From an optimization exercise on the open Yosys and OpenROAD flow, aimed at small area; shortcuts taken in it are not production practice.
In this exercise RTL edits were held to simulation tests only and were not proved equivalent to the original.
The clock cells of runs 2 to 5 come from the design's own scripts or RTL, not from TritonCTS.
No driver is modelled on the clock port, so clock power and skew are understated where the tree is cut down; a real chip needs a root buffer or a tree.
No activity file was given, so power comes from the tool's default toggle rates.

<file path="flow/flow/run.sh">
#!/bin/bash
set -euo pipefail
CTS_SIZE=${CTS_SIZE:-28}
CTS_DIAM=${CTS_DIAM:-45}
CTS_BUF=${CTS_BUF:-sky130_fd_sc_hd__clkbuf_16}
if [[ -f flow/cts.env ]]; then source flow/cts.env; fi
cat >> config.mk <<EOC
export CTS_ARGS = -sink_clustering_enable -repair_clock_nets -sink_clustering_size $CTS_SIZE -sink_clustering_max_diameter $CTS_DIAM -buf_list $CTS_BUF ${CTS_EXTRA:-} -dont_use_dummy_load
EOC
if [[ -n "${LEAF_CAP:-}" ]]; then
cat >> config.mk <<EOC
export POST_CTS_TCL = $PWD/flow/regroup_leaves.tcl
export LEAF_CAP = $LEAF_CAP
export LEAF_HP = ${LEAF_HP:-70}
EOC
fi
bash standard.sh > flow_make.log 2>&1
</file>
<file path="flow/flow/cts.env">
CTS_SIZE=20
CTS_DIAM=35
CTS_BUF=sky130_fd_sc_hd__clkbuf_8
CTS_EXTRA="-root_buf sky130_fd_sc_hd__clkbuf_16 -tree_buf sky130_fd_sc_hd__clkbuf_8 -sink_clustering_buffer sky130_fd_sc_hd__clkbuf_8"
LEAF_CAP=22
LEAF_HP=75
</file>
<file path="flow/flow/regroup_leaves.tcl">
# Post-CTS hook: regroup the clock sinks of all leaf clock buffers into compact groups of at
# most LEAF_CAP sinks (recursive bisection of the sink positions), drive each group from one
# of the existing leaf buffers moved to the group's centre, and remove the leaf buffers left
# over. Detailed placement then legalises the moved buffers; global routing repairs after.
set cap [expr {[info exists ::env(LEAF_CAP)] ? $::env(LEAF_CAP) : 22}]
set block [ord::get_db_block]

proc center {inst} {
  set bb [$inst getBBox]
  return [list [expr {([$bb xMin] + [$bb xMax]) / 2}] [expr {([$bb yMin] + [$bb yMax]) / 2}]]
}

set leaves {}
set sinks {}
foreach inst [$block getInsts] {
  if {![string match "clkbuf_leaf_*" [$inst getName]]} { continue }
  lappend leaves $inst
  set net [[$inst findITerm X] getNet]
  foreach it [$net getITerms] {
    if {[$it getInst] == $inst} { continue }
    lassign [center [$it getInst]] x y
    lappend sinks [list $x $y $it]
  }
}
set n [llength $sinks]
set k [expr {($n + $cap - 1) / $cap}]
puts "regroup_leaves: $n sinks on [llength $leaves] leaf buffers, $k groups of at most $cap"
if {$k > [llength $leaves]} {
  puts "regroup_leaves: not enough leaf buffers, nothing changed"
  return
}

# Split items into k groups of near-equal size along the longer side, recursively
proc bisect {items k} {
  if {$k <= 1} { return [list $items] }
  set xs {}; set ys {}
  foreach s $items { lappend xs [lindex $s 0]; lappend ys [lindex $s 1] }
  set xs [lsort -integer $xs]; set ys [lsort -integer $ys]
  set w [expr {[lindex $xs end] - [lindex $xs 0]}]
  set h [expr {[lindex $ys end] - [lindex $ys 0]}]
  set axis [expr {$w >= $h ? 0 : 1}]
  set sorted [lsort -integer -index $axis $items]
  set k1 [expr {$k / 2}]
  set cut [expr {int(round([llength $items] * double($k1) / $k))}]
  return [concat [bisect [lrange $sorted 0 [expr {$cut - 1}]] $k1] \
                 [bisect [lrange $sorted $cut end] [expr {$k - $k1}]]]
}
set groups [bisect $sinks $k]

# Halve groups that came out long (their wire slows the clock edge) while leaf buffers remain
set hpmax [expr {int(([info exists ::env(LEAF_HP)] ? $::env(LEAF_HP) : 70.0) * [$block getDefUnits])}]
proc hpwl {g} {
  set xs {}; set ys {}
  foreach s $g { lappend xs [lindex $s 0]; lappend ys [lindex $s 1] }
  set xs [lsort -integer $xs]; set ys [lsort -integer $ys]
  return [expr {[lindex $xs end] - [lindex $xs 0] + [lindex $ys end] - [lindex $ys 0]}]
}
set changed 1
while {$changed && [llength $groups] < [llength $leaves]} {
  set changed 0
  set worst -1; set wi -1
  for {set i 0} {$i < [llength $groups]} {incr i} {
    set h [hpwl [lindex $groups $i]]
    if {$h > $worst} { set worst $h; set wi $i }
  }
  if {$worst > $hpmax} {
    set groups [concat [lreplace $groups $wi $wi] [bisect [lindex $groups $wi] 2]]
    set changed 1
  }
}
puts "regroup_leaves: [llength $groups] groups, longest [expr {[hpwl [lindex [lsort -command {apply {{a b} {expr {[hpwl $b] - [hpwl $a]}}}} $groups] 0]] / double([$block getDefUnits])}] um"

# Each group takes the nearest unused leaf buffer, which moves to the group's centre
set used {}
set moved 0
foreach g $groups {
  set sx 0; set sy 0
  foreach s $g { incr sx [lindex $s 0]; incr sy [lindex $s 1] }
  set cx [expr {$sx / [llength $g]}]
  set cy [expr {$sy / [llength $g]}]
  set best ""; set bd 0
  foreach l $leaves {
    if {[lsearch -exact $used $l] >= 0} { continue }
    lassign [center $l] lx ly
    set d [expr {abs($lx - $cx) + abs($ly - $cy)}]
    if {$best eq "" || $d < $bd} { set best $l; set bd $d }
  }
  lappend used $best
  set net [[$best findITerm X] getNet]
  foreach s $g {
    set it [lindex $s 2]
    if {[$it getNet] != $net} {
      $it disconnect
      $it connect $net
    }
  }
  set bb [$best getBBox]
  set w [expr {[$bb xMax] - [$bb xMin]}]
  set h [expr {[$bb yMax] - [$bb yMin]}]
  $best setLocation [expr {$cx - $w / 2}] [expr {$cy - $h / 2}]
  $best setPlacementStatus PLACED
  incr moved
}

# Remove the leaf buffers that lost all their sinks
set removed 0
foreach l $leaves {
  if {[lsearch -exact $used $l] >= 0} { continue }
  set onet [[$l findITerm X] getNet]
  if {[llength [$onet getITerms]] > 1} { error "regroup_leaves: [$l getName] still drives sinks" }
  [$l findITerm A] disconnect
  [$l findITerm X] disconnect
  odb::dbInst_destroy $l
  odb::dbNet_destroy $onet
  incr removed
}
puts "regroup_leaves: moved $moved leaf buffers, removed $removed"
detailed_placement
check_placement -verbose
</file>
<file path="flow/standard.sh">
#!/bin/bash
# synth_recipe.tcl (not shown) runs the flow's synth.tcl, then flattens the netlist and writes it again
# the make line also repeats each setting of config.mk as NAME=value (left out here)
make -C /OpenROAD-flow-scripts/flow DESIGN_CONFIG=/design/flow/config.mk WORK_HOME=/design/flow/orfs CLKGATE_MAP_FILE= SYNTH_SCRIPT=/design/flow/synth_recipe.tcl "${@:-finish}"
</file>
<file path="flow/config.mk">
export PLATFORM = sky130hd
export DESIGN_NAME = uartBridgeTop
export DESIGN_NICKNAME = uartBridgeTop
export VERILOG_FILES = /design/flow/design.v
export SDC_FILE = /design/flow/constraint.sdc
export NUM_CORES = 4
export LEC_CHECK = 0
export CAP_MARGIN = 20
export CORE_MARGIN = 2
export CORE_UTILIZATION = 60
export PLACE_DENSITY = 0.75
export SLEW_MARGIN = 20
export CTS_ARGS = -sink_clustering_enable -repair_clock_nets -sink_clustering_size 20 -sink_clustering_max_diameter 35 -buf_list sky130_fd_sc_hd__clkbuf_8 -root_buf sky130_fd_sc_hd__clkbuf_16 -tree_buf sky130_fd_sc_hd__clkbuf_8 -sink_clustering_buffer sky130_fd_sc_hd__clkbuf_8 -dont_use_dummy_load
export POST_CTS_TCL = /design/flow/flow/regroup_leaves.tcl
export LEAF_CAP = 22
export LEAF_HP = 75
</file>
<file path="flow/constraint.sdc">
create_clock -name core_clock -period 10.0 [get_ports {sys_clk}]
set_input_delay 2.0000 -clock core_clock [delete_from_list [all_inputs] [get_ports {sys_clk}]]
set_output_delay 2.0000 -clock core_clock [all_outputs]
set_load 0.01 [all_outputs]
</file>
<file path="flow/design.v">
package uartBridge_pkg;
    typedef logic [22:0] memAddr_t;     
    typedef logic [15:0] memWord_t;     
    typedef struct packed {
        logic [7:0]  opcode;            
        logic        addrTop;           
        memAddr_t    addr;
        logic [15:0] pad;               
    } readFrame_s;
    typedef struct packed {
        logic [7:0]  opcode;            
        logic        addrTop;           
        memAddr_t    addr;
        memWord_t    data;              
    } writeFrame_s;
    typedef union packed {
        readFrame_s  rd;
        writeFrame_s wr;
    } cmdFrame_u;
endpackage
`timescale 1ns/1ps
module uartBridgeTop (
    input  logic sys_clk,
    input  logic arstN,
    input  logic uartRxLine,
    output logic uartTxLine,
    output logic cmdError
);
    localparam logic [7:0] CMD_CLEAR = 8'h2F;
    localparam logic [1:0] RX_IDLE  = 2'd0;
    localparam logic [1:0] RX_START = 2'd1;
    localparam logic [1:0] RX_DATA  = 2'd2;
    localparam logic [1:0] RX_STOP  = 2'd3;
    logic [1:0] syncReg;
    logic       rxSync;
    logic [1:0] rxState;
    logic [3:0] rxCnt;
    logic [2:0] rxBit;          
    logic       rxStrobe;       
    logic [7:0] rxByte;
    logic       rxRead;
    assign rxSync   = syncReg[1];
    assign rxRead   = (rxState == RX_DATA) && (rxCnt == 4'd0);
    assign rxStrobe = (rxState == RX_IDLE) && (rxCnt == 4'd0);
    always_ff @(posedge sys_clk or negedge arstN) begin
        if (!arstN) begin
            syncReg  <= 2'b11;
            rxState  <= RX_IDLE;
            rxCnt    <= 4'd9;
            rxBit    <= '0;
        end else begin
            syncReg  <= {syncReg[0], uartRxLine};
            rxCnt    <= (rxState == RX_IDLE) ? 4'd9 : rxCnt + 4'd1;
            if (rxRead)
                rxBit <= rxBit + 3'd1;
            case (rxState)
                RX_IDLE:  if (!rxSync) rxState <= RX_START;
                RX_START: if (rxCnt == 4'd0) rxState <= rxSync ? RX_IDLE : RX_DATA;
                RX_DATA:  if (rxRead && rxBit == 3'd7) rxState <= RX_STOP;
                default:  if (rxCnt == 4'd15) rxState <= RX_IDLE;
            endcase
        end
    end
    always_ff @(posedge sys_clk) begin
        if (rxRead)
            rxByte <= {rxSync, rxByte[7:1]};
    end
    logic [2:0]  byteCnt;
    logic        isW;           
    logic        isClear, isOpcode, lastByte;
    logic        rdDone;            
    logic        wrReady;           
    logic [6:0]  idx;               
    logic        wrHit;
    assign isClear  = (rxByte == CMD_CLEAR);
    assign isOpcode = (rxByte == 8'h52) || (rxByte == 8'h57);
    assign lastByte = (byteCnt == (isW ? 3'd5 : 3'd3));
    assign rdDone   = rxStrobe && !isClear && !isW && (byteCnt == 3'd3);
    always_ff @(posedge sys_clk or negedge arstN) begin
        if (!arstN) begin
            byteCnt  <= '0;
            cmdError <= 1'b0;
            isW      <= 1'b0;
        end else begin
            cmdError <= 1'b0;
            if (rxStrobe) begin
                if (isClear) begin
                    byteCnt <= '0;
                    isW     <= 1'b0;        
                end else if (byteCnt == 3'd0) begin
                    if (isOpcode) begin
                        byteCnt <= 3'd1;
                        isW     <= rxByte[0];
                    end else
                        cmdError <= 1'b1;
                end else if (lastByte) begin
                    byteCnt <= '0;
                end else begin
                    byteCnt <= byteCnt + 3'd1;
                end
            end
        end
    end
    always_ff @(posedge sys_clk) begin
        if (rxRead && rxBit == 3'd6 && byteCnt == 3'd3)
            idx <= {rxSync, rxByte[7:2]};
    end
    logic [15:0] ring [128];
    logic [6:0]  rot;
    logic        clr;           
    logic [15:0] txWord;
    always_ff @(posedge sys_clk or negedge arstN) begin
        if (!arstN) begin
            rot <= '0;
            clr <= 1'b1;
        end else begin
            rot <= rot - 7'd1;
            if (rot == 7'd1)
                clr <= 1'b0;
        end
    end
    logic e5, e6, e7;
    logic [1:0] tap4;
    assign e5   = (idx[4:0] == rot[4:0]);
    assign e6   = e5 && (idx[5] == rot[5]);
    assign e7   = e6 && (idx[6] == rot[6]);
    assign tap4 = idx[6:5] - rot[6:5];
    assign wrReady = isW && (byteCnt == 3'd0);
    assign wrHit   = wrReady && e7;
    always_ff @(posedge sys_clk) begin
        ring[0] <= clr ? 16'h0000 : ring[127];
        ring[1] <= wrHit ? txWord : ring[0];
        for (int p = 2; p < 128; p++)
            ring[p] <= ring[p-1];
    end
    always_ff @(posedge sys_clk) begin
        if (isW) begin
            if (rxStrobe && byteCnt == 3'd4)
                txWord[15:8] <= rxByte;
            if (rxStrobe && byteCnt == 3'd5)
                txWord[7:0] <= rxByte;
        end else begin
            if (e5)
                txWord[0] <= ring[{tap4, 5'd0}][0];
            if (e5 && !tap4[0])
                txWord[4:1] <= ring[{tap4[1], 6'd0}][4:1];
            if (e7)
                txWord[15:5] <= ring[0][15:5];
        end
    end
    localparam logic [1:0] TX_IDLE  = 2'd0;
    localparam logic [1:0] TX_START = 2'd1;
    localparam logic [1:0] TX_DATA  = 2'd2;
    localparam logic [1:0] TX_STOP  = 2'd3;
    logic [1:0] txState;
    logic [3:0] txCnt;
    logic [3:0] txPos;
    logic       bitEnd;
    assign bitEnd = (txCnt == 4'd15);
    always_ff @(posedge sys_clk)
        txCnt <= (txState == TX_IDLE) ? 4'd14 : txCnt + 4'd1;
    always_ff @(posedge sys_clk or negedge arstN) begin
        if (!arstN) begin
            txState    <= TX_IDLE;
            txPos      <= '0;
            uartTxLine <= 1'b1;
        end else begin
            case (txState)
                TX_IDLE: begin
                    if (rdDone)
                        txState <= TX_START;
                end
                TX_START: begin
                    if (bitEnd && uartTxLine)
                        uartTxLine <= 1'b0;
                    else if (bitEnd) begin
                        txState    <= TX_DATA;
                        txPos      <= txPos + 4'd1;
                        uartTxLine <= txWord[txPos];
                    end
                end
                TX_DATA: begin
                    if (bitEnd) begin
                        if (txPos[2:0] == 3'd0) begin
                            txState    <= TX_STOP;
                            uartTxLine <= 1'b1;
                        end else begin
                            txPos      <= txPos + 4'd1;
                            uartTxLine <= txWord[txPos];
                        end
                    end
                end
                default: begin
                    if (bitEnd) begin
                        if (!txPos[3])
                            txState <= TX_IDLE;
                        else begin
                            txState    <= TX_START;
                            uartTxLine <= 1'b0;
                        end
                    end
                end
            endcase
        end
    end
endmodule
</file>
==> flow_metrics.env, run 1 <==
export IMPL_outcome="finished clean"
export IMPL_async_reset_ff_share_pct=1.47
export IMPL_rr_worst_depth=5
export IMPL_layout_commonest_cell="dfxtp_1"
export IMPL_cp_max_fo=5
export IMPL_combPwrFrac_pct=0.4
export IMPL_rsz0062_at_grt="false"
export IMPL_critical_path_required_ps=8000
export IMPL_path_depth=1
export IMPL_critPathMaxStageDelay_ps=590
export IMPL_yosysSeqAreaShare_pct=96.0
export IMPL_layout_drive_gt1_share_pct=6.36
export IMPL_hold_path_class="flop to flop"
export IMPL_finalHoldViolations=0
export IMPL_syn2layout_area_growth_pct=6.42
export IMPL_ys_types=42
export IMPL_synth_cells=2369
export IMPL_grt_overflow=0
export IMPL_grt_usage_pct=13.2
export IMPL_die_w_um=277
export IMPL_vias=14600
export IMPL_period_minus_slack_ps=3790
export IMPL_syn_area_mm2=0.0446
export IMPL_synth_fp_nets=2391
export IMPL_hpwl_um=26800
export IMPL_cp_end_kind="primary output"
export IMPL_crit_chain="clkdlybuf4s50_1"
export IMPL_cp_top_family="buffers and inverters"
export IMPL_grt_pass1_vias=15100
export IMPL_grt_max_degree=32
export IMPL_worst_slack_ps=6210
export IMPL_initial_core_util_pct=60.9
export IMPL_synth_ff_latch_count=2114
export IMPL_maxCapViolCount=0
export IMPL_dieArea_mm2=0.0765
export IMPL_mostFrequentLayoutCells="2052 x dfxtp_1, 118 x clkbuf_8, 32 x o21ai_0, 31 x edfxtp_1, 30 x inv_1"
export IMPL_place_gp_congestion=0.755
export IMPL_drt_iter0_drc=505
export IMPL_io_pins=5
export IMPL_path_buf_inv=1
export IMPL_synth_top_area_cell="dfxtp_1"
export IMPL_final_antenna_net_count=0
export IMPL_synth_warnings=2
export IMPL_wl_um=48700
export IMPL_power_mw=11.8
export IMPL_p_leak_nw=18.8
export IMPL_path_clk_slew_ps=120
export IMPL_finalSetupViolations=0
export IMPL_grt_pass1_wl_um=79600
export IMPL_worstHoldPathCells=0
export IMPL_core_region_area_mm2=0.0732
export IMPL_finalCritPeriodShare_pct=37.9
export IMPL_vias_per_cell=4.24
export IMPL_p_int_mw=9.57
export IMPL_maxSlewViolCount=0
export IMPL_insertion_delay_ps=670
export IMPL_chipHeight_um=277
export IMPL_syn_avg_cell_area_um2=18.8
export IMPL_synth_edff_count=31
export IMPL_fmax_mhz=264
export IMPL_route_detailed_drc=0
export IMPL_p_seq_share_pct=72.0
export IMPL_p_clk_share_pct=27.6
export IMPL_pre_cts_ws_ps=6880
export IMPL_skew_ps=108
export IMPL_synth_top_cell_area_share_pct=92.2
export IMPL_cts_sinks=2114
export IMPL_critPathSlowestCell="clkdlybuf4s50_1"
export IMPL_nNetsFinal=2508
export IMPL_p_sw_mw=2.20
export IMPL_r2r_setup_slack_ps=7340
export IMPL_synth_area_leaders="dfxtp_1 92%, edfxtp_1 2.1%, dfrtp_1 1.4%, ha_1 0.53%, mux2_2 0.48%"
export IMPL_io_buffers=4
export IMPL_worst_slew_pin_transition_ps=945
export IMPL_critical_path_class="flop to primary output"
export IMPL_worstPathArrival_ps=1790
export IMPL_p_per_area_mw_per_mm2=248
export IMPL_drt_pass1_iterations=4
export IMPL_max_slew_margin_rel_pct=37.0
export IMPL_row_count=99
export IMPL_p_sw_share_pct=18.7
export IMPL_ys_flop_type="dfxtp_1"
export IMPL_startpoint_type="flop"
export IMPL_fin_setup_tns_ps=0
export IMPL_antenna_found_initial=0
export IMPL_wire_per_inst_um=14.1
export IMPL_ir_drop_mv=0.223
sequential cells by signal (all words and copies together) (netlist names), 3 cells and up:
| signal | cells |
|---|---|
| txCnt | 4 |
| rot | 7 |
| rxCnt | 4 |
| txWord | 16 |
| rxBit | 3 |
| byteCnt | 3 |
| idx | 7 |
| ring | 2048 |
| rxByte | 8 |
| txPos | 4 |
synthesized netlist by cell type, types with 4 or more instances:
cell type	n
dfxtp_1	2052
o21ai_0	32
edfxtp_1	31
inv_1	30
dfrtp_1	25
nand2_1	24
nor2b_1	21
ha_1	19
mux2_2	19
nor2_1	13
xnor2_1	11
mux2i_1	8
nand3_1	8
xor2_1	8
a21oi_1	6
and3_1	6
clkbuf_1	6
dfstp_2	6
nor3_1	5
mux4_2	4
per-stage QoR:
| step | instance area, um2 | hold slack (ps) | util, % | instances |
|---|---|---|---|---|
| final | 47400 | 210 | 64.8 | 3444 |
| after floorplan | 44600 | 310 | - | 2369 |
| after detailed placement | 45800 | 312 | 62.5 | 3324 |
| after global placement | 45800 | 310 | 62.5 | 3324 |
| after global routing | 47400 | 194 | 64.8 | 3443 |
area by class of cell:
cell class / count / area [um2]
Antenna cell: 1 / 2.50
Clock buffer: 119 / 1650
Fill cell: 4662 / 25800
Inverter: 30 / 113
Multi-Input combinational cell: 216 / 1630
Sequential cell: 2114 / 42800
Tap cell: 959 / 1200
Timing Repair Buffer: 5 / 47.5
routing by layer:
layer	global-route usage, %	part of all wire, %	vias up
li1	-	-	7509
met5	0	0	-
met3	3.59	3.9	118
met1	19.3	52	6799
met2	18.7	41	163
met4	5.79	3.1	0
cell families after synthesis:
| logic type | Yosys count | synth area share, % |
|---|---|---|
| xor+xnor | 21 | 0.446 |
| flops | 2114 | 96.0 |
| simple gates | 98 | 1.21 |
| buf+inv | 39 | 0.351 |
| fa+ha+maj | 19 | 0.533 |
| mux | 31 | 0.862 |
| compound gates | 47 | 0.584 |
power by group through the flow:
stage / clock network [mW] / registers (mW) / logic (mW)
floorplan: 0 / 8.66 / 0.0323
global placement: 0 / 8.66 / 0.0425
detailed placement: 0 / 8.66 / 0.0477
global route: 3.63 / 8.48 / 0.0545
finish: 3.24 / 8.47 / 0.0477
path summary, 6_finish.rpt:
| check | startpoint | end |
|---|---|---|
| worst min register to register | ring[65][4]$_DFF_P_ | ring[66][4]$_DFF_P_ |
| worst min-delay path | ring[65][4]$_DFF_P_ | ring[66][4]$_DFF_P_ |
| worst max register to register | rxCnt[1]$_DFF_PN0_ | txWord[14]$_DFFE_PP_ |
| min in group asynchronous | arstN | cmdError$_DFF_PN0_ |
| worst max-delay path | uartTxLine$_DFFE_PN1P_ | uartTxLine |
| max in group asynchronous | arstN | isW$_DFFE_PN0P_ |
==> run 2, diff against run 1 <==
--- a/flow/flow/run.sh
+++ b/flow/flow/run.sh
@@ -10,7 +10,10 @@
 if [[ -n "${LEAF_CAP:-}" ]]; then
 cat >> config.mk <<EOC
-export POST_CTS_TCL = $PWD/flow/regroup_leaves.tcl
+export POST_CTS_TCL = $PWD/flow/regroup_inv.tcl
 export LEAF_CAP = $LEAF_CAP
 export LEAF_HP = ${LEAF_HP:-70}
+export LEAF_INV = ${LEAF_INV:-}
+export MID_INV = ${MID_INV:-}
+export MID_N = ${MID_N:-}
 EOC
 fi
==> flow/flow/cts.env (replaced) <==
CTS_SIZE=20
CTS_DIAM=35
CTS_BUF=sky130_fd_sc_hd__clkbuf_8
CTS_EXTRA="-root_buf sky130_fd_sc_hd__clkbuf_16 -tree_buf sky130_fd_sc_hd__clkbuf_8 -sink_clustering_buffer sky130_fd_sc_hd__clkbuf_8"
LEAF_CAP=40
LEAF_HP=100
LEAF_INV=sky130_fd_sc_hd__inv_16
MID_INV=sky130_fd_sc_hd__inv_8
MID_N=10
==> flow/flow/regroup_inv.tcl (new file) <==
# Post-CTS hook: regroup the clock sinks of all leaf clock buffers into compact groups of at
# most LEAF_CAP sinks (recursive bisection of the sink positions), drive each group from one
# of the existing leaf buffers moved to the group's centre, and remove the leaf buffers left
# over. Detailed placement then legalises the moved buffers; global routing repairs after.
set cap [expr {[info exists ::env(LEAF_CAP)] ? $::env(LEAF_CAP) : 22}]
set block [ord::get_db_block]

proc center {inst} {
  set bb [$inst getBBox]
  return [list [expr {([$bb xMin] + [$bb xMax]) / 2}] [expr {([$bb yMin] + [$bb yMax]) / 2}]]
}

set leaves {}
set sinks {}
foreach inst [$block getInsts] {
  if {![string match "clkbuf_leaf_*" [$inst getName]]} { continue }
  lappend leaves $inst
  set net [[$inst findITerm X] getNet]
  foreach it [$net getITerms] {
    if {[$it getInst] == $inst} { continue }
    lassign [center [$it getInst]] x y
    lappend sinks [list $x $y $it]
  }
}
set n [llength $sinks]
set k [expr {($n + $cap - 1) / $cap}]
puts "regroup_leaves: $n sinks on [llength $leaves] leaf buffers, $k groups of at most $cap"
if {$k > [llength $leaves]} {
  puts "regroup_leaves: not enough leaf buffers, nothing changed"
  return
}

# Split items into k groups of near-equal size along the longer side, recursively
proc bisect {items k} {
  if {$k <= 1} { return [list $items] }
  set xs {}; set ys {}
  foreach s $items { lappend xs [lindex $s 0]; lappend ys [lindex $s 1] }
  set xs [lsort -integer $xs]; set ys [lsort -integer $ys]
  set w [expr {[lindex $xs end] - [lindex $xs 0]}]
  set h [expr {[lindex $ys end] - [lindex $ys 0]}]
  set axis [expr {$w >= $h ? 0 : 1}]
  set sorted [lsort -integer -index $axis $items]
  set k1 [expr {$k / 2}]
  set cut [expr {int(round([llength $items] * double($k1) / $k))}]
  return [concat [bisect [lrange $sorted 0 [expr {$cut - 1}]] $k1] \
                 [bisect [lrange $sorted $cut end] [expr {$k - $k1}]]]
}
set groups [bisect $sinks $k]

# Halve groups that came out long (their wire slows the clock edge) while leaf buffers remain
set hpmax [expr {int(([info exists ::env(LEAF_HP)] ? $::env(LEAF_HP) : 70.0) * [$block getDefUnits])}]
proc hpwl {g} {
  set xs {}; set ys {}
  foreach s $g { lappend xs [lindex $s 0]; lappend ys [lindex $s 1] }
  set xs [lsort -integer $xs]; set ys [lsort -integer $ys]
  return [expr {[lindex $xs end] - [lindex $xs 0] + [lindex $ys end] - [lindex $ys 0]}]
}
set changed 1
while {$changed && [llength $groups] < [llength $leaves]} {
  set changed 0
  set worst -1; set wi -1
  for {set i 0} {$i < [llength $groups]} {incr i} {
    set h [hpwl [lindex $groups $i]]
    if {$h > $worst} { set worst $h; set wi $i }
  }
  if {$worst > $hpmax} {
    set groups [concat [lreplace $groups $wi $wi] [bisect [lindex $groups $wi] 2]]
    set changed 1
  }
}
puts "regroup_leaves: [llength $groups] groups, longest [expr {[hpwl [lindex [lsort -command {apply {{a b} {expr {[hpwl $b] - [hpwl $a]}}}} $groups] 0]] / double([$block getDefUnits])}] um"

# Each group takes the nearest unused leaf buffer, which moves to the group's centre
set used {}
set moved 0
foreach g $groups {
  set sx 0; set sy 0
  foreach s $g { incr sx [lindex $s 0]; incr sy [lindex $s 1] }
  set cx [expr {$sx / [llength $g]}]
  set cy [expr {$sy / [llength $g]}]
  set best ""; set bd 0
  foreach l $leaves {
    if {[lsearch -exact $used $l] >= 0} { continue }
    lassign [center $l] lx ly
    set d [expr {abs($lx - $cx) + abs($ly - $cy)}]
    if {$best eq "" || $d < $bd} { set best $l; set bd $d }
  }
  lappend used $best
  set net [[$best findITerm X] getNet]
  foreach s $g {
    set it [lindex $s 2]
    if {[$it getNet] != $net} {
      $it disconnect
      $it connect $net
    }
  }
  set bb [$best getBBox]
  set w [expr {[$bb xMax] - [$bb xMin]}]
  set h [expr {[$bb yMax] - [$bb yMin]}]
  $best setLocation [expr {$cx - $w / 2}] [expr {$cy - $h / 2}]
  $best setPlacementStatus PLACED
  incr moved
}

# Remove the leaf buffers that lost all their sinks
set removed 0
foreach l $leaves {
  if {[lsearch -exact $used $l] >= 0} { continue }
  set onet [[$l findITerm X] getNet]
  if {[llength [$onet getITerms]] > 1} { error "regroup_leaves: [$l getName] still drives sinks" }
  [$l findITerm A] disconnect
  [$l findITerm X] disconnect
  odb::dbInst_destroy $l
  odb::dbNet_destroy $onet
  incr removed
}
puts "regroup_leaves: moved $moved leaf buffers, removed $removed"
if {!([info exists ::env(LEAF_INV)] && $::env(LEAF_INV) ne "")} {
  detailed_placement
  check_placement -verbose
}

# Optionally drive each group from an inverter, and turn the buffers that feed the leaf
# inverters into inverters too, so every register still sees the clock's own polarity.
if {[info exists ::env(LEAF_INV)] && $::env(LEAF_INV) ne ""} {
  set db [ord::get_db]
  set leafm [$db findMaster $::env(LEAF_INV)]
  set midm [$db findMaster $::env(MID_INV)]
  proc replace_with {inst master} {
    set block [ord::get_db_block]
    set in [[$inst findITerm A] getNet]
    set out [[$inst findITerm X] getNet]
    set loc [$inst getLocation]
    set name [$inst getName]
    [$inst findITerm A] disconnect
    [$inst findITerm X] disconnect
    odb::dbInst_destroy $inst
    set ni [odb::dbInst_create $block $master $name]
    $ni setLocation [lindex $loc 0] [lindex $loc 1]
    $ni setPlacementStatus PLACED
    [$ni findITerm A] connect $in
    [$ni findITerm Y] connect $out
    return $ni
  }
  # parents: drivers of the leaf buffers' inputs; each must drive only leaf buffers
  set parents {}
  foreach l $used {
    set drv [[[$l findITerm A] getNet] getFirstOutput]
    set p [$drv getInst]
    if {[lsearch -exact $parents $p] < 0} { lappend parents $p }
  }
  foreach p $parents {
    foreach it [[[$p findITerm X] getNet] getITerms] {
      if {[$it getInst] == $p} { continue }
      if {![string match "clkbuf_leaf_*" [[$it getInst] getName]]} { error "regroup_inv: [$p getName] drives [[$it getInst] getName]" }
    }
  }
  # Optionally regroup the leaves among fewer feeding cells, each moved to its leaves' centre
  if {[info exists ::env(MID_N)] && $::env(MID_N) ne "" && $::env(MID_N) < [llength $parents]} {
    set root [[[[lindex $parents 0] findITerm A] getNet] getFirstOutput]
    foreach p $parents {
      if {[[[$p findITerm A] getNet] getFirstOutput] != $root} { error "regroup_inv: feeding cells have different drivers" }
    }
    set items {}
    foreach l $used { lassign [center $l] x y; lappend items [list $x $y $l] }
    set mgroups [bisect $items $::env(MID_N)]
    set mused {}
    foreach g $mgroups {
      set sx 0; set sy 0
      foreach s $g { incr sx [lindex $s 0]; incr sy [lindex $s 1] }
      set cx [expr {$sx / [llength $g]}]; set cy [expr {$sy / [llength $g]}]
      set best ""; set bd 0
      foreach p $parents {
        if {[lsearch -exact $mused $p] >= 0} { continue }
        lassign [center $p] px py
        set d [expr {abs($px - $cx) + abs($py - $cy)}]
        if {$best eq "" || $d < $bd} { set best $p; set bd $d }
      }
      lappend mused $best
      set net [[$best findITerm X] getNet]
      foreach s $g {
        set it [[lindex $s 2] findITerm A]
        if {[$it getNet] != $net} { $it disconnect; $it connect $net }
      }
      set bb [$best getBBox]
      $best setLocation [expr {$cx - ([$bb xMax] - [$bb xMin]) / 2}] [expr {$cy - ([$bb yMax] - [$bb yMin]) / 2}]
      $best setPlacementStatus PLACED
    }
    foreach p $parents {
      if {[lsearch -exact $mused $p] >= 0} { continue }
      set onet [[$p findITerm X] getNet]
      if {[llength [$onet getITerms]] > 1} { error "regroup_inv: [$p getName] still drives cells" }
      [$p findITerm A] disconnect
      [$p findITerm X] disconnect
      odb::dbInst_destroy $p
      odb::dbNet_destroy $onet
    }
    puts "regroup_inv: [llength $used] leaves regrouped under [llength $mused] of [llength $parents] feeding cells"
    set parents $mused
  }
  foreach l $used { replace_with $l $leafm }
  foreach p $parents { replace_with $p $midm }
  global_connect
  puts "regroup_inv: [llength $used] leaves as [$leafm getName], [llength $parents] feeding cells as [$midm getName]"
  detailed_placement
  check_placement -verbose
}
--- a/flow/config.mk
+++ b/flow/config.mk
@@ -12,5 +12,8 @@
 export SLEW_MARGIN = 20
 export CTS_ARGS = -sink_clustering_enable -repair_clock_nets -sink_clustering_size 20 -sink_clustering_max_diameter 35 -buf_list sky130_fd_sc_hd__clkbuf_8 -root_buf sky130_fd_sc_hd__clkbuf_16 -tree_buf sky130_fd_sc_hd__clkbuf_8 -sink_clustering_buffer sky130_fd_sc_hd__clkbuf_8 -dont_use_dummy_load
-export POST_CTS_TCL = /design/flow/flow/regroup_leaves.tcl
-export LEAF_CAP = 22
-export LEAF_HP = 75
+export POST_CTS_TCL = /design/flow/flow/regroup_inv.tcl
+export LEAF_CAP = 40
+export LEAF_HP = 100
+export LEAF_INV = sky130_fd_sc_hd__inv_16
+export MID_INV = sky130_fd_sc_hd__inv_8
+export MID_N = 10
removed: flow/flow/regroup_leaves.tcl
==> flow_metrics.env, run 2 <==
export IMPL_ir_drop_mv=0.214
export IMPL_netlist_top_cells_count="2052 x dfxtp_1, 32 x o21ai_0, 31 x edfxtp_1"
export IMPL_route_detailed_drc=0
export IMPL_p_sw_share_pct=23.8
export IMPL_hpwl_um=26800
export IMPL_regToRegEndpoint="txWord[8]$_DFFE_PP_"
export IMPL_crit_chain="clkdlybuf4s50_1"
export IMPL_place_gp_congestion=0.755
export IMPL_maxSlewViolCount=0
export IMPL_vias_per_cell=4.26
export IMPL_largest_reg_flops=2048
export IMPL_layout_commonest_cell="dfxtp_1"
export IMPL_finalSetupViolations=0
export IMPL_cp_max_fo=5
export IMPL_syn_avg_cell_area_um2=18.8
export IMPL_synth_warnings=2
export IMPL_grt_overflow=0
export IMPL_cp_end_kind="primary output"
export IMPL_p_per_area_mw_per_mm2=248
export IMPL_path_depth=1
export IMPL_synth_ff_latch_count=2114
export IMPL_io_buffers=4
export IMPL_cts_sinks=2114
export IMPL_die_w_um=277
export IMPL_row_count=99
export IMPL_startpoint_type="flop"
export IMPL_p_int_mw=8.92
export IMPL_diodes=0
export IMPL_initial_core_util_pct=60.9
export IMPL_max_slew_margin_rel_pct=38.1
export IMPL_p_seq_share_pct=72.5
export IMPL_dieArea_mm2=0.0765
export IMPL_finalCritPeriodShare_pct=38.5
export IMPL_chipHeight_um=277
export IMPL_synth_cells=2369
export IMPL_instances_no_fill=3394
export IMPL_fmax_mhz=260
export IMPL_critical_path_required_ps=8000
export IMPL_synth_edff_count=31
export IMPL_grt_pass1_vias=15000
export IMPL_cp_top_family="flip-flops"
export IMPL_min_from="ring[67][4]$_DFF_P_"
export IMPL_wire_per_inst_um=15.4
export IMPL_p_clk_share_pct=27.1
export IMPL_p_sw_mw=2.78
export IMPL_ys_types=42
export IMPL_skew_ps=73.0
export IMPL_p_leak_nw=18.6
export IMPL_io_pins=5
export IMPL_grt_usage_pct=14.1
export IMPL_critPathSlowestCell="dfstp_2"
export IMPL_globalRouteMet1Util_pct=20.3
export IMPL_async_reset_ff_share_pct=1.47
export IMPL_rsz0062_at_grt="false"
export IMPL_synth_area_leaders="dfxtp_1 92%, edfxtp_1 2.1%, dfrtp_1 1.4%, ha_1 0.53%, mux2_2 0.48%"
export IMPL_met3_usage_pct=3.41
export IMPL_yosysMostFrequentCell="dfxtp_1"
export IMPL_insertion_delay_ps=680
export IMPL_reg2reg_from="rxCnt[1]$_DFF_PN0_"
export IMPL_finalHoldViolations=0
export IMPL_hold_path_class="flop to flop"
export IMPL_maxCapViolCount=0
export IMPL_fin_setup_tns_ps=0
export IMPL_synth_top_area_cell="dfxtp_1"
export IMPL_top_usage_layer="met2"
export IMPL_ys_flop_type="dfxtp_1"
export IMPL_drt_pass1_iterations=4
export IMPL_r2r_setup_slack_ps=7370
export IMPL_combPwrFrac_pct=0.4
export IMPL_syn2layout_area_growth_pct=5.68
export IMPL_critPathMaxStageDelay_ps=590
export IMPL_mostFrequentLayoutCells="2052 x dfxtp_1, 59 x inv_16, 32 x o21ai_0, 31 x edfxtp_1, 30 x inv_1"
export IMPL_outcome="finished clean"
export IMPL_grt_pass1_wl_um=83800
export IMPL_final_antenna_net_count=0
export IMPL_regMostFlops="ring"
export IMPL_path_buf_inv=1
export IMPL_top_regs="ring x2048, txWord x16, rxByte x8"
export IMPL_syn_area_mm2=0.0446
export IMPL_core_region_area_mm2=0.0732
export IMPL_worstPathArrival_ps=1850
export IMPL_rr_worst_depth=5
export IMPL_layout_drive_gt1_share_pct=4.48
export IMPL_grt_max_degree=41
export IMPL_synth_top_cell_area_share_pct=92.2
export IMPL_nNetsFinal=2459
export IMPL_critical_path_class="flop to primary output"
export IMPL_drt_iter0_drc=647
export IMPL_cp_startpoint="uartTxLine$_DFFE_PN1P_"
export IMPL_synth_fp_nets=2391
export IMPL_yosysSeqAreaShare_pct=96.0
export IMPL_worst_slew_pin_transition_ps=929
export IMPL_period_minus_slack_ps=3850
export IMPL_dp_cells=3324
export IMPL_vias=14400
export IMPL_wl_um=52100
export IMPL_crit_end="uartTxLine"
export IMPL_antenna_found_initial=1
export IMPL_grtUsageMet2_pct=21.1
export IMPL_path_clk_slew_ps=120
==> run 2: cell counts after synthesis <==
No cell type changed its count.
==> run 2: kinds of logic (layout without fill, tap and decap cells) <==
| group | count (synthesis) | in the layout | synth area share [%] |
|---|---|---|---|
| flops | 2114 | 2114 | 96.0 |
| simple gates | 98 | 98 | 1.21 |
| compound gates | 47 | 47 | 0.584 |
| buf+inv | 39 | 105 | 0.351 |
| mux | 31 | 31 | 0.862 |
| xor+xnor | 21 | 21 | 0.446 |
| fa+ha+maj | 19 | 19 | 0.533 |
==> run 2: power groups by stage <==
stage	logic (mW)	registers, mW	clock network, mW
after detailed placement	0.0477	8.66	0
after global placement	0.0425	8.66	0
after floorplan	0.0323	8.66	0
after global routing	0.0545	8.49	3.52
final	0.0480	8.48	3.17
==> run 2: worst min path at each step <==
stage	endpoint	depth (start not counted)
after floorplan	ring[100][0]$_DFF_P_	0
after global routing	ring[68][4]$_DFF_P_	0
after detailed placement	ring[10][9]$_DFF_P_	0
final	ring[68][4]$_DFF_P_	0
after global placement	ring[90][15]$_DFF_P_	0
==> run 2: metal layers <==
metal	vias to the layer above	wire length, um
met5	-	0
li1	7461	-
met4	0	1390
met1	6773	26400
met2	122	22500
met3	89	1880
==> run 2: per-stage QoR <==
stage	hold slack, ps	cell area, um2	utilization, %	worst slack, ps	total power, mW
floorplan	310	44600	-	7450	8.69
global placement	310	45800	62.5	6890	8.70
detailed placement	312	45800	62.5	6880	8.71
global route	244	47100	64.3	6070	12.1
finish	249	47100	64.3	6150	11.7
==> run 2: area by class of cell, without the clock buffers <==
type                            instances  area, um2
Fill cell                            4693      26100
Inverter                               99       1410
Multi-Input combinational cell        216       1630
Sequential cell                      2114      42800
Tap cell                              959       1200
Timing Repair Buffer                    5       47.5
==> run 3, diff against run 2 <==
==> flow/flow/cts.env (replaced) <==
CTS_SIZE=20
CTS_DIAM=35
CTS_BUF=sky130_fd_sc_hd__clkbuf_8
CTS_EXTRA="-root_buf sky130_fd_sc_hd__clkbuf_16 -tree_buf sky130_fd_sc_hd__clkbuf_8 -sink_clustering_buffer sky130_fd_sc_hd__clkbuf_8"
LEAF_CAP=40
LEAF_HP=120
LEAF_INV=sky130_fd_sc_hd__inv_16
MID_INV=sky130_fd_sc_hd__inv_12
MID_N=8
--- a/flow/config.mk
+++ b/flow/config.mk
@@ -14,6 +14,6 @@
 export POST_CTS_TCL = /design/flow/flow/regroup_inv.tcl
 export LEAF_CAP = 40
-export LEAF_HP = 100
+export LEAF_HP = 120
 export LEAF_INV = sky130_fd_sc_hd__inv_16
-export MID_INV = sky130_fd_sc_hd__inv_8
-export MID_N = 10
+export MID_INV = sky130_fd_sc_hd__inv_12
+export MID_N = 8
==> flow_metrics.env, run 3 <==
export IMPL_ys_types=42
export IMPL_row_count=99
export IMPL_synth_cells=2369
export IMPL_skew_ps=57.1
export IMPL_insertion_delay_ps=660
export IMPL_initial_core_util_pct=60.9
export IMPL_io_buffers=4
export IMPL_vias_per_cell=4.25
export IMPL_critPathSlowestCell="dfstp_2"
export IMPL_combPwrFrac_pct=0.4
export IMPL_regToRegEndpoint="txWord[8]$_DFFE_PP_"
export IMPL_dieArea_mm2=0.0765
export IMPL_cp_end_kind="primary output"
export IMPL_layout_drive_gt1_share_pct=4.24
export IMPL_ys_flop_type="dfxtp_1"
export IMPL_wire_per_inst_um=15.3
export IMPL_synth_edff_count=31
export IMPL_finalHoldViolations=0
export IMPL_p_per_area_mw_per_mm2=247
export IMPL_route_detailed_drc=0
export IMPL_rr_worst_depth=5
export IMPL_reg2reg_from="rxCnt[1]$_DFF_PN0_"
export IMPL_wl_um=51900
export IMPL_max_slew_margin_rel_pct=37.5
export IMPL_period_minus_slack_ps=3830
export IMPL_synth_top_area_cell="dfxtp_1"
export IMPL_startpoint_type="flop"
export IMPL_rsz0062_at_grt="false"
export IMPL_synth_ff_latch_count=2114
export IMPL_grt_overflow=0
export IMPL_critPathMaxStageDelay_ps=590
export IMPL_fin_setup_tns_ps=0
export IMPL_grt_pass1_vias=15000
export IMPL_r2r_setup_slack_ps=7390
export IMPL_place_gp_congestion=0.755
export IMPL_chipHeight_um=277
export IMPL_ir_drop_mv=0.190
export IMPL_vias=14400
export IMPL_worstPathArrival_ps=1830
export IMPL_p_leak_nw=18.6
export IMPL_drt_pass1_iterations=4
export IMPL_grt_pass1_wl_um=83600
export IMPL_hold_path_class="flop to flop"
export IMPL_synth_top_cell_area_share_pct=92.2
export IMPL_regMostFlops="ring"
export IMPL_io_pins=5
export IMPL_cp_max_fo=5
export IMPL_maxSlewViolCount=0
export IMPL_synth_area_leaders="dfxtp_1 92%, edfxtp_1 2.1%, dfrtp_1 1.4%, ha_1 0.53%, mux2_2 0.48%"
export IMPL_worst_slew_pin_transition_ps=937
export IMPL_holdWs_ps=273
export IMPL_outcome="finished clean"
export IMPL_nNetsFinal=2453
export IMPL_synth_warnings=2
export IMPL_mostFrequentLayoutCells="2052 x dfxtp_1, 55 x inv_16, 32 x o21ai_0, 31 x edfxtp_1, 30 x inv_1"
export IMPL_p_sw_mw=2.73
export IMPL_cts_sinks=2114
export IMPL_async_reset_ff_share_pct=1.47
export IMPL_p_clk_share_pct=26.6
export IMPL_core_region_area_mm2=0.0732
export IMPL_yosysSeqAreaShare_pct=96.0
export IMPL_final_antenna_net_count=0
export IMPL_drt_iter0_drc=582
export IMPL_grt_usage_pct=14.0
export IMPL_top_regs="ring x2048, txWord x16, rxByte x8"
export IMPL_hpwl_um=26800
export IMPL_final_util_pct=64.3
export IMPL_syn_avg_cell_area_um2=18.8
export IMPL_syn_area_mm2=0.0446
export IMPL_synth_fp_nets=2391
export IMPL_maxCapViolCount=0
export IMPL_cp_top_family="flip-flops"
export IMPL_path_buf_inv=1
export IMPL_p_int_mw=8.89
export IMPL_antenna_found_initial=1
export IMPL_finalCritPeriodShare_pct=38.3
export IMPL_die_w_um=277
export IMPL_critical_path_required_ps=8000
export IMPL_path_clk_slew_ps=120
export IMPL_critical_path_class="flop to primary output"
export IMPL_finalSetupViolations=0
export IMPL_crit_chain="clkdlybuf4s50_1"
export IMPL_layout_commonest_cell="dfxtp_1"
export IMPL_yosysMostFrequentCell="dfxtp_1"
export IMPL_syn2layout_area_growth_pct=5.54
export IMPL_fmax_mhz=261
export IMPL_p_seq_share_pct=73.0
export IMPL_grt_max_degree=41
export IMPL_min_from="ring[118][14]$_DFF_P_"
export IMPL_holdPathEnd="ring[119][14]$_DFF_P_"
export IMPL_worstHoldPathCells=0
export IMPL_netlist_top_cells_count="2052 x dfxtp_1, 32 x o21ai_0, 31 x edfxtp_1"
export IMPL_p_sw_share_pct=23.5
export IMPL_largest_reg_flops=2048
run 3: final cells by class, without the clock buffers:
type                    instances  area [um2]
repair buffers                  5        47.5
well taps                     959        1200
diodes                          1        2.50
multi-input cells             216        1630
flip-flops and latches       2114       42800
fillers                      4694       26200
inverters                      93        1340
run 3: stage by stage:
stage	worst slack, ps	cells	power (mW)	area, um2
after floorplan	7450	2369	8.69	44600
after global placement	6890	3324	8.70	45800
after detailed placement	6880	3324	8.71	45800
after global routing	6100	3388	12.0	47000
final	6170	3389	11.6	47000
run 3: routing by layer:
layer	vias to the layer above	GRT usage (%)	wire (um)
met5	-	0	0
met4	0	4.53	1330
met3	85	3.00	1500
met2	113	21.2	22500
met1	6786	20.2	26500
li1	7435	-	-
run 3: power by group through the flow:
stage / combinational (mW) / sequential [mW] / clock [mW]
finish: 0.0481 / 8.48 / 3.09
global route: 0.0545 / 8.48 / 3.45
detailed placement: 0.0477 / 8.66 / 0
global placement: 0.0425 / 8.66 / 0
floorplan: 0.0323 / 8.66 / 0
run 3: worst max path at each step:
stage | slack, ps | cells past startpoint | startpoint | to
6_report | 6170 | 1 | uartTxLine$_DFFE_PN1P_ | uartTxLine
5_1_grt | 6100 | 1 | uartTxLine$_DFFE_PN1P_ | uartTxLine
3_5_place_dp | 6880 | 1 | uartTxLine$_DFFE_PN1P_ | uartTxLine
3_3_place_gp | 6890 | 1 | uartTxLine$_DFFE_PN1P_ | uartTxLine
2_1_floorplan | 7450 | 0 | uartTxLine$_DFFE_PN1P_ | uartTxLine
run 3: logic make-up after synthesis:
logic type               share of synthesized area [%]
flip-flops                                        96.0
AND/OR/NAND/NOR                                   1.21
AO/OA/AOI/OAI                                    0.584
buffers and inverters                            0.351
multiplexers                                     0.862
XOR/XNOR                                         0.446
adder cells (fa/ha/maj)                          0.533
==> run 4, diff against run 3 <==
--- a/flow/flow/cts.env
+++ b/flow/flow/cts.env
@@ -7,3 +7,3 @@
 LEAF_INV=sky130_fd_sc_hd__inv_16
 MID_INV=sky130_fd_sc_hd__inv_12
-MID_N=8
+MID_N=6
--- a/flow/config.mk
+++ b/flow/config.mk
@@ -17,3 +17,3 @@
 export LEAF_INV = sky130_fd_sc_hd__inv_16
 export MID_INV = sky130_fd_sc_hd__inv_12
-export MID_N = 8
+export MID_N = 6
==> flow_metrics.env, run 4 <==
export IMPL_period_minus_slack_ps=3800
export IMPL_synth_area_leaders="dfxtp_1 92%, edfxtp_1 2.1%, dfrtp_1 1.4%, ha_1 0.53%, mux2_2 0.48%"
export IMPL_critPathSlowestCell="dfstp_2"
export IMPL_p_sw_mw=2.71
export IMPL_cts_sinks=2114
export IMPL_critical_path_required_ps=8000
export IMPL_synth_top_cell_area_share_pct=92.2
export IMPL_synth_warnings=2
export IMPL_wire_per_inst_um=15.2
export IMPL_max_slew_margin_rel_pct=37.9
export IMPL_finalSetupViolations=0
export IMPL_nNetsFinal=2451
export IMPL_rsz0062_at_grt="false"
export IMPL_synth_fp_nets=2391
export IMPL_dieArea_mm2=0.0765
export IMPL_startpoint_type="flop"
export IMPL_wl_um=51400
export IMPL_holdWs_ps=268
export IMPL_critPathMaxStageDelay_ps=590
export IMPL_chipHeight_um=277
export IMPL_antenna_found_initial=1
export IMPL_crit_chain="clkdlybuf4s50_1"
export IMPL_insertion_delay_ps=650
export IMPL_die_w_um=277
export IMPL_p_clk_share_pct=26.4
export IMPL_core_region_area_mm2=0.0732
export IMPL_syn_area_mm2=0.0446
export IMPL_skew_ps=81.8
export IMPL_cp_max_fo=5
export IMPL_grt_pass1_vias=15000
export IMPL_grt_pass1_wl_um=82900
export IMPL_holdPathEnd="ring[119][14]$_DFF_P_"
export IMPL_rr_worst_depth=5
export IMPL_final_antenna_net_count=0
export IMPL_maxSlewViolCount=0
export IMPL_grt_overflow=0
export IMPL_fin_setup_tns_ps=0
export IMPL_combPwrFrac_pct=0.4
export IMPL_p_sw_share_pct=23.3
export IMPL_grt_max_degree=41
export IMPL_place_gp_congestion=0.755
export IMPL_finalHoldViolations=0
export IMPL_diodes=0
export IMPL_fmax_mhz=263
export IMPL_synth_ff_latch_count=2114
export IMPL_r2r_setup_slack_ps=7380
export IMPL_synth_top_area_cell="dfxtp_1"
export IMPL_layout_drive_gt1_share_pct=4.16
export IMPL_outcome="finished clean"
export IMPL_initial_core_util_pct=60.9
export IMPL_ir_drop_mv=0.214
export IMPL_p_seq_share_pct=73.1
export IMPL_vias_per_cell=4.26
export IMPL_critical_path_class="flop to primary output"
export IMPL_yosysMostFrequentCell="dfxtp_1"
export IMPL_async_reset_ff_share_pct=1.47
export IMPL_route_detailed_drc=0
export IMPL_path_depth=1
export IMPL_worst_slew_pin_transition_ps=932
export IMPL_maxCapViolCount=0
export IMPL_p_leak_nw=18.6
export IMPL_synth_cells=2369
export IMPL_ys_types=42
export IMPL_mostFrequentLayoutCells="2052 x dfxtp_1, 55 x inv_16, 32 x o21ai_0, 31 x edfxtp_1, 30 x inv_1"
export IMPL_cp_top_family="flip-flops"
export IMPL_io_pins=5
export IMPL_p_per_area_mw_per_mm2=247
export IMPL_reg2reg_from="rxCnt[1]$_DFF_PN0_"
export IMPL_netlist_top_cells_count="2052 x dfxtp_1, 32 x o21ai_0, 31 x edfxtp_1"
export IMPL_finalCritPeriodShare_pct=38.0
export IMPL_hpwl_um=26800
export IMPL_worstPathArrival_ps=1800
export IMPL_layout_commonest_cell="dfxtp_1"
export IMPL_worstHoldPathCells=0
export IMPL_row_count=99
export IMPL_p_int_mw=8.89
export IMPL_top_regs="ring x2048, txWord x16, rxByte x8"
export IMPL_cp_end_kind="primary output"
export IMPL_path_buf_inv=1
export IMPL_drt_pass1_iterations=5
export IMPL_regMostFlops="ring"
export IMPL_regToRegEndpoint="txWord[8]$_DFFE_PP_"
export IMPL_min_from="ring[118][14]$_DFF_P_"
export IMPL_io_buffers=4
export IMPL_vias=14400
export IMPL_syn2layout_area_growth_pct=5.46
export IMPL_ys_flop_type="dfxtp_1"
export IMPL_drt_iter0_drc=580
export IMPL_path_clk_slew_ps=120
export IMPL_yosysSeqAreaShare_pct=96.0
export IMPL_syn_avg_cell_area_um2=18.8
export IMPL_hold_path_class="flop to flop"
export IMPL_synth_edff_count=31
export IMPL_largest_reg_flops=2048
export IMPL_final_util_pct=64.2
export IMPL_grt_usage_pct=13.8
-- run 4: cell count changes in the layout (fill, tap and decap cells not counted), sizes merged --
cell   delta
inv       -2
diode     -1
-- run 4: layout make-up, without the clock buffers --
class                      instances  area, um2
fill                            4686      26200
timing repair buffer               5       47.5
sequential                      2114      42800
tap                              959       1200
multi-input combinational        216       1630
inverter                          91       1310
-- run 4: per-layer routing --
layer	vias up	share of wire, %	GRT usage [%]
met2	113	43	20.9
met1	6795	51	20.2
met4	0	2.9	5.18
li1	7430	-	-
met3	87	3.2	2.26
met5	-	0	0
-- run 4: power groups by stage --
stage,logic [mW],registers (mW),clock network (mW)
finish,0.0482,8.48,3.07
floorplan,0.0323,8.66,0
detailed placement,0.0477,8.66,0
global route,0.0545,8.49,3.42
global placement,0.0425,8.66,0
-- run 4: per-stage QoR --
step / setup WS (ps) / power, mW / cell area (um2) / instances
finish: 6200 / 11.6 / 47000 / 3386
global placement: 6890 / 8.70 / 45800 / 3324
global route: 6140 / 12.0 / 47000 / 3386
floorplan: 7450 / 8.69 / 44600 / 2369
detailed placement: 6880 / 8.71 / 45800 / 3324
-- run 4: kinds of logic after synthesis --
logic type / Yosys count / synth area share, %
compound gates: 47 / 0.584
xor+xnor: 21 / 0.446
mux: 31 / 0.862
simple gates: 98 / 1.21
flops: 2114 / 96.0
buf+inv: 39 / 0.351
fa+ha+maj: 19 / 0.533
-- run 4: how the worst max path moves through the flow --
stage / startpoint / to
final: uartTxLine$_DFFE_PN1P_ / uartTxLine
after global routing: uartTxLine$_DFFE_PN1P_ / uartTxLine
after detailed placement: uartTxLine$_DFFE_PN1P_ / uartTxLine
after global placement: uartTxLine$_DFFE_PN1P_ / uartTxLine
after floorplan: uartTxLine$_DFFE_PN1P_ / uartTxLine
==> run 5, diff against run 4 <==
--- a/flow/flow/run.sh
+++ b/flow/flow/run.sh
@@ -15,5 +15,4 @@
 export LEAF_INV = ${LEAF_INV:-}
 export MID_INV = ${MID_INV:-}
-export MID_N = ${MID_N:-}
 EOC
 fi
==> flow/flow/cts.env (replaced) <==
CTS_SIZE=20
CTS_DIAM=35
CTS_BUF=sky130_fd_sc_hd__clkbuf_8
CTS_EXTRA="-root_buf sky130_fd_sc_hd__clkbuf_16 -tree_buf sky130_fd_sc_hd__clkbuf_8 -sink_clustering_buffer sky130_fd_sc_hd__clkbuf_8"
LEAF_CAP=40
LEAF_HP=90
LEAF_INV=sky130_fd_sc_hd__inv_16
MID_INV=sky130_fd_sc_hd__inv_8
--- a/flow/flow/regroup_inv.tcl
+++ b/flow/flow/regroup_inv.tcl
@@ -156,47 +156,4 @@
     }
   }
-  # Optionally regroup the leaves among fewer feeding cells, each moved to its leaves' centre
-  if {[info exists ::env(MID_N)] && $::env(MID_N) ne "" && $::env(MID_N) < [llength $parents]} {
-    set root [[[[lindex $parents 0] findITerm A] getNet] getFirstOutput]
-    foreach p $parents {
-      if {[[[$p findITerm A] getNet] getFirstOutput] != $root} { error "regroup_inv: feeding cells have different drivers" }
-    }
-    set items {}
-    foreach l $used { lassign [center $l] x y; lappend items [list $x $y $l] }
-    set mgroups [bisect $items $::env(MID_N)]
-    set mused {}
-    foreach g $mgroups {
-      set sx 0; set sy 0
-      foreach s $g { incr sx [lindex $s 0]; incr sy [lindex $s 1] }
-      set cx [expr {$sx / [llength $g]}]; set cy [expr {$sy / [llength $g]}]
-      set best ""; set bd 0
-      foreach p $parents {
-        if {[lsearch -exact $mused $p] >= 0} { continue }
-        lassign [center $p] px py
-        set d [expr {abs($px - $cx) + abs($py - $cy)}]
-        if {$best eq "" || $d < $bd} { set best $p; set bd $d }
-      }
-      lappend mused $best
-      set net [[$best findITerm X] getNet]
-      foreach s $g {
-        set it [[lindex $s 2] findITerm A]
-        if {[$it getNet] != $net} { $it disconnect; $it connect $net }
-      }
-      set bb [$best getBBox]
-      $best setLocation [expr {$cx - ([$bb xMax] - [$bb xMin]) / 2}] [expr {$cy - ([$bb yMax] - [$bb yMin]) / 2}]
-      $best setPlacementStatus PLACED
-    }
-    foreach p $parents {
-      if {[lsearch -exact $mused $p] >= 0} { continue }
-      set onet [[$p findITerm X] getNet]
-      if {[llength [$onet getITerms]] > 1} { error "regroup_inv: [$p getName] still drives cells" }
-      [$p findITerm A] disconnect
-      [$p findITerm X] disconnect
-      odb::dbInst_destroy $p
-      odb::dbNet_destroy $onet
-    }
-    puts "regroup_inv: [llength $used] leaves regrouped under [llength $mused] of [llength $parents] feeding cells"
-    set parents $mused
-  }
   foreach l $used { replace_with $l $leafm }
   foreach p $parents { replace_with $p $midm }
--- a/flow/config.mk
+++ b/flow/config.mk
@@ -14,6 +14,5 @@
 export POST_CTS_TCL = /design/flow/flow/regroup_inv.tcl
 export LEAF_CAP = 40
-export LEAF_HP = 120
+export LEAF_HP = 90
 export LEAF_INV = sky130_fd_sc_hd__inv_16
-export MID_INV = sky130_fd_sc_hd__inv_12
-export MID_N = 6
+export MID_INV = sky130_fd_sc_hd__inv_8
==> flow_metrics.env, run 5 <==
export IMPL_ys_flop_type="dfxtp_1"
export IMPL_instances_no_fill=3401
export IMPL_syn_area_mm2=0.0446
export IMPL_nNetsFinal=2465
export IMPL_netlist_top_cells_count="2052 x dfxtp_1, 32 x o21ai_0, 31 x edfxtp_1"
export IMPL_mostFrequentLayoutCells="2052 x dfxtp_1, 59 x inv_16, 32 x o21ai_0, 31 x edfxtp_1, 30 x inv_1"
export IMPL_synth_top_area_cell="dfxtp_1"
export IMPL_yosysSeqAreaShare_pct=96.0
export IMPL_drt_iter0_drc=578
export IMPL_skew_ps=144
export IMPL_dieArea_mm2=0.0765
export IMPL_cp_startpoint="uartTxLine$_DFFE_PN1P_"
export IMPL_rsz0062_at_grt="false"
export IMPL_synth_area_leaders="dfxtp_1 92%, edfxtp_1 2.1%, dfrtp_1 1.4%, ha_1 0.53%, mux2_2 0.48%"
export IMPL_path_clk_slew_ps=120
export IMPL_antenna_found_initial=0
export IMPL_layout_drive_gt1_share_pct=4.71
export IMPL_cp_end_kind="primary output"
export IMPL_ir_drop_mv=0.197
export IMPL_largest_reg_flops=2048
export IMPL_grt_pass1_vias=15100
export IMPL_critPathMaxStageDelay_ps=590
export IMPL_regMostFlops="ring"
export IMPL_crit_chain="clkdlybuf4s50_1"
export IMPL_cts_sinks=2114
export IMPL_synth_ff_latch_count=2114
export IMPL_drt_pass1_iterations=4
export IMPL_period_minus_slack_ps=3890
export IMPL_critical_path_required_ps=8000
export IMPL_route_detailed_drc=0
export IMPL_grt_usage_pct=14.0
export IMPL_wire_per_inst_um=15.2
export IMPL_finalSetupViolations=0
export IMPL_wl_um=51700
export IMPL_synth_edff_count=31
export IMPL_critPathSlowestCell="dfstp_2"
export IMPL_cp_top_family="flip-flops"
export IMPL_initial_core_util_pct=60.9
export IMPL_grt_overflow=0
export IMPL_row_count=99
export IMPL_dp_cells=3324
export IMPL_outcome="finished clean"
export IMPL_maxCapViolCount=0
export IMPL_synth_fp_nets=2391
export IMPL_async_reset_ff_share_pct=1.47
export IMPL_worst_slew_pin_transition_ps=938
export IMPL_reg2reg_from="rxCnt[1]$_DFF_PN0_"
export IMPL_layout_commonest_cell="dfxtp_1"
export IMPL_final_antenna_net_count=0
export IMPL_ys_types=42
export IMPL_place_gp_congestion=0.755
export IMPL_synth_cells=2369
export IMPL_io_pins=5
export IMPL_path_buf_inv=1
export IMPL_startpoint_type="flop"
export IMPL_top_regs="ring x2048, txWord x16, rxByte x8"
export IMPL_final_util_pct=64.4
export IMPL_vias_per_cell=4.25
export IMPL_io_buffers=4
export IMPL_grt_pass1_wl_um=83400
export IMPL_regToRegEndpoint="txWord[8]$_DFFE_PP_"
export IMPL_p_per_area_mw_per_mm2=249
export IMPL_yosysMostFrequentCell="dfxtp_1"
export IMPL_synth_warnings=2
export IMPL_finalCritPeriodShare_pct=38.9
export IMPL_vias=14500
export IMPL_hpwl_um=26800
export IMPL_fmax_mhz=257
export IMPL_max_slew_margin_rel_pct=37.5
export IMPL_p_leak_nw=18.7
export IMPL_rr_worst_depth=5
export IMPL_syn2layout_area_growth_pct=5.83
export IMPL_worstPathArrival_ps=1890
export IMPL_holdPathEnd="ring[23][10]$_DFF_P_"
export IMPL_syn_avg_cell_area_um2=18.8
export IMPL_core_region_area_mm2=0.0732
export IMPL_hold_path_class="flop to flop"
export IMPL_maxSlewViolCount=0
export IMPL_critical_path_class="flop to primary output"
export IMPL_cp_max_fo=5
export IMPL_worstHoldPathCells=0
export IMPL_synth_top_cell_area_share_pct=92.2
export IMPL_r2r_setup_slack_ps=7290
export IMPL_chipHeight_um=277
export IMPL_min_from="ring[22][10]$_DFF_P_"
export IMPL_grt_max_degree=41
export IMPL_finalHoldViolations=0
export IMPL_fin_setup_tns_ps=0
export IMPL_die_w_um=277
export IMPL_insertion_delay_ps=780
## run 5: cell types whose count changed in the layout (fill, tap and decap cells not counted), sizes merged
cell and change:
diode +1, inv +14
## run 5: metrics by stage
step	hold WS, ps	cell area, um2	power [mW]	worst slack, ps
final	245	47200	11.8	6110
after detailed placement	312	45800	8.71	6880
after global placement	310	45800	8.70	6890
after floorplan	310	44600	8.69	7450
after global routing	245	47200	12.1	6040
## run 5: worst max-delay path by stage
stage                            end  cells past startpoint  slack [ps]
after floorplan           uartTxLine                      0        7450
after global placement    uartTxLine                      1        6890
after detailed placement  uartTxLine                      1        6880
after global routing      uartTxLine                      1        6040
final                     uartTxLine                      1        6110
## run 5: layer usage
layer | vias up | share of wire [%] | GRT usage, %
met5 | - | 0 | 0
met4 | 0 | 2.7 | 5.58
met3 | 90 | 3.4 | 2.96
met2 | 128 | 43 | 21.1
met1 | 6779 | 51 | 20.1
li1 | 7466 | - | -
## run 5: final cells by class, without the clock buffers
class	instances	area [um2]
repair buffers	5	47.5
diodes	1	2.50
inverters	105	1470
well taps	959	1200
multi-input cells	216	1630
flip-flops and latches	2114	42800
fillers	4686	26000
## run 5: report_power, final
part           internal (mW)  total [mW]  switching [mW]
Clock                  0.455        3.23            2.77
Sequential              8.46        8.48          0.0199
Combinational         0.0203      0.0481          0.0277
Total                   8.93        11.8            2.82
## run 5: logic make-up (layout without fill, tap and decap cells)
family | after synthesis | count (layout) | share of synthesized area, %
DFF | 2114 | 2114 | 96.0
and+or+nand+nor | 98 | 98 | 1.21
AOI/OAI and AO/OA | 47 | 47 | 0.584
buffers and inverters | 39 | 111 | 0.351
muxes | 31 | 31 | 0.862
xor gates and xnor gates | 21 | 21 | 0.446
adders and majority gates | 19 | 19 | 0.533
other | 0 | 1 | 0

re-timing with driven ports:
In the flow no input, the clock included, has a driving cell. The finished layouts below were timed again as built, in two steps.
Step 1 (the two cells are an assumption about what drives the block):
set clk [get_ports {sys_clk}]
set_driving_cell -lib_cell sky130_fd_sc_hd__clkbuf_16 $clk
set_driving_cell -lib_cell sky130_fd_sc_hd__buf_2 [delete_from_list [all_inputs] $clk]
Step 2 adds t to the input delays and takes it off the output delays; t is the mean of the earliest and latest rising clock arrival at the registers after step 1. Input paths then give back, and output paths get back, about the clock's delay inside the block.
a / b / c = ideal ports / drivers / drivers and shift; a / b = the first two.
run | t, ns | setup WS [ns] | worst hold slack (ns) | cell pins on the clock port's net
run 1 | 0.676 | 6.212 / 6.151 / 6.827 | 0.210 / 0.210 / 0.210 | 1
run 2 | 0.707 | 6.148 / 6.085 / 6.792 | 0.249 / 0.248 / 0.248 | 1
run 3 | 0.694 | 6.173 / 6.113 / 6.807 | 0.273 / 0.273 / 0.273 | 1
run 4 | 0.674 | 6.198 / 6.138 / 6.812 | 0.268 / 0.268 / 0.268 | 1
run 5 | 0.773 | 6.109 / 6.047 / 6.821 | 0.245 / 0.244 / 0.244 | 1
After both steps every run listed still meets setup and hold.
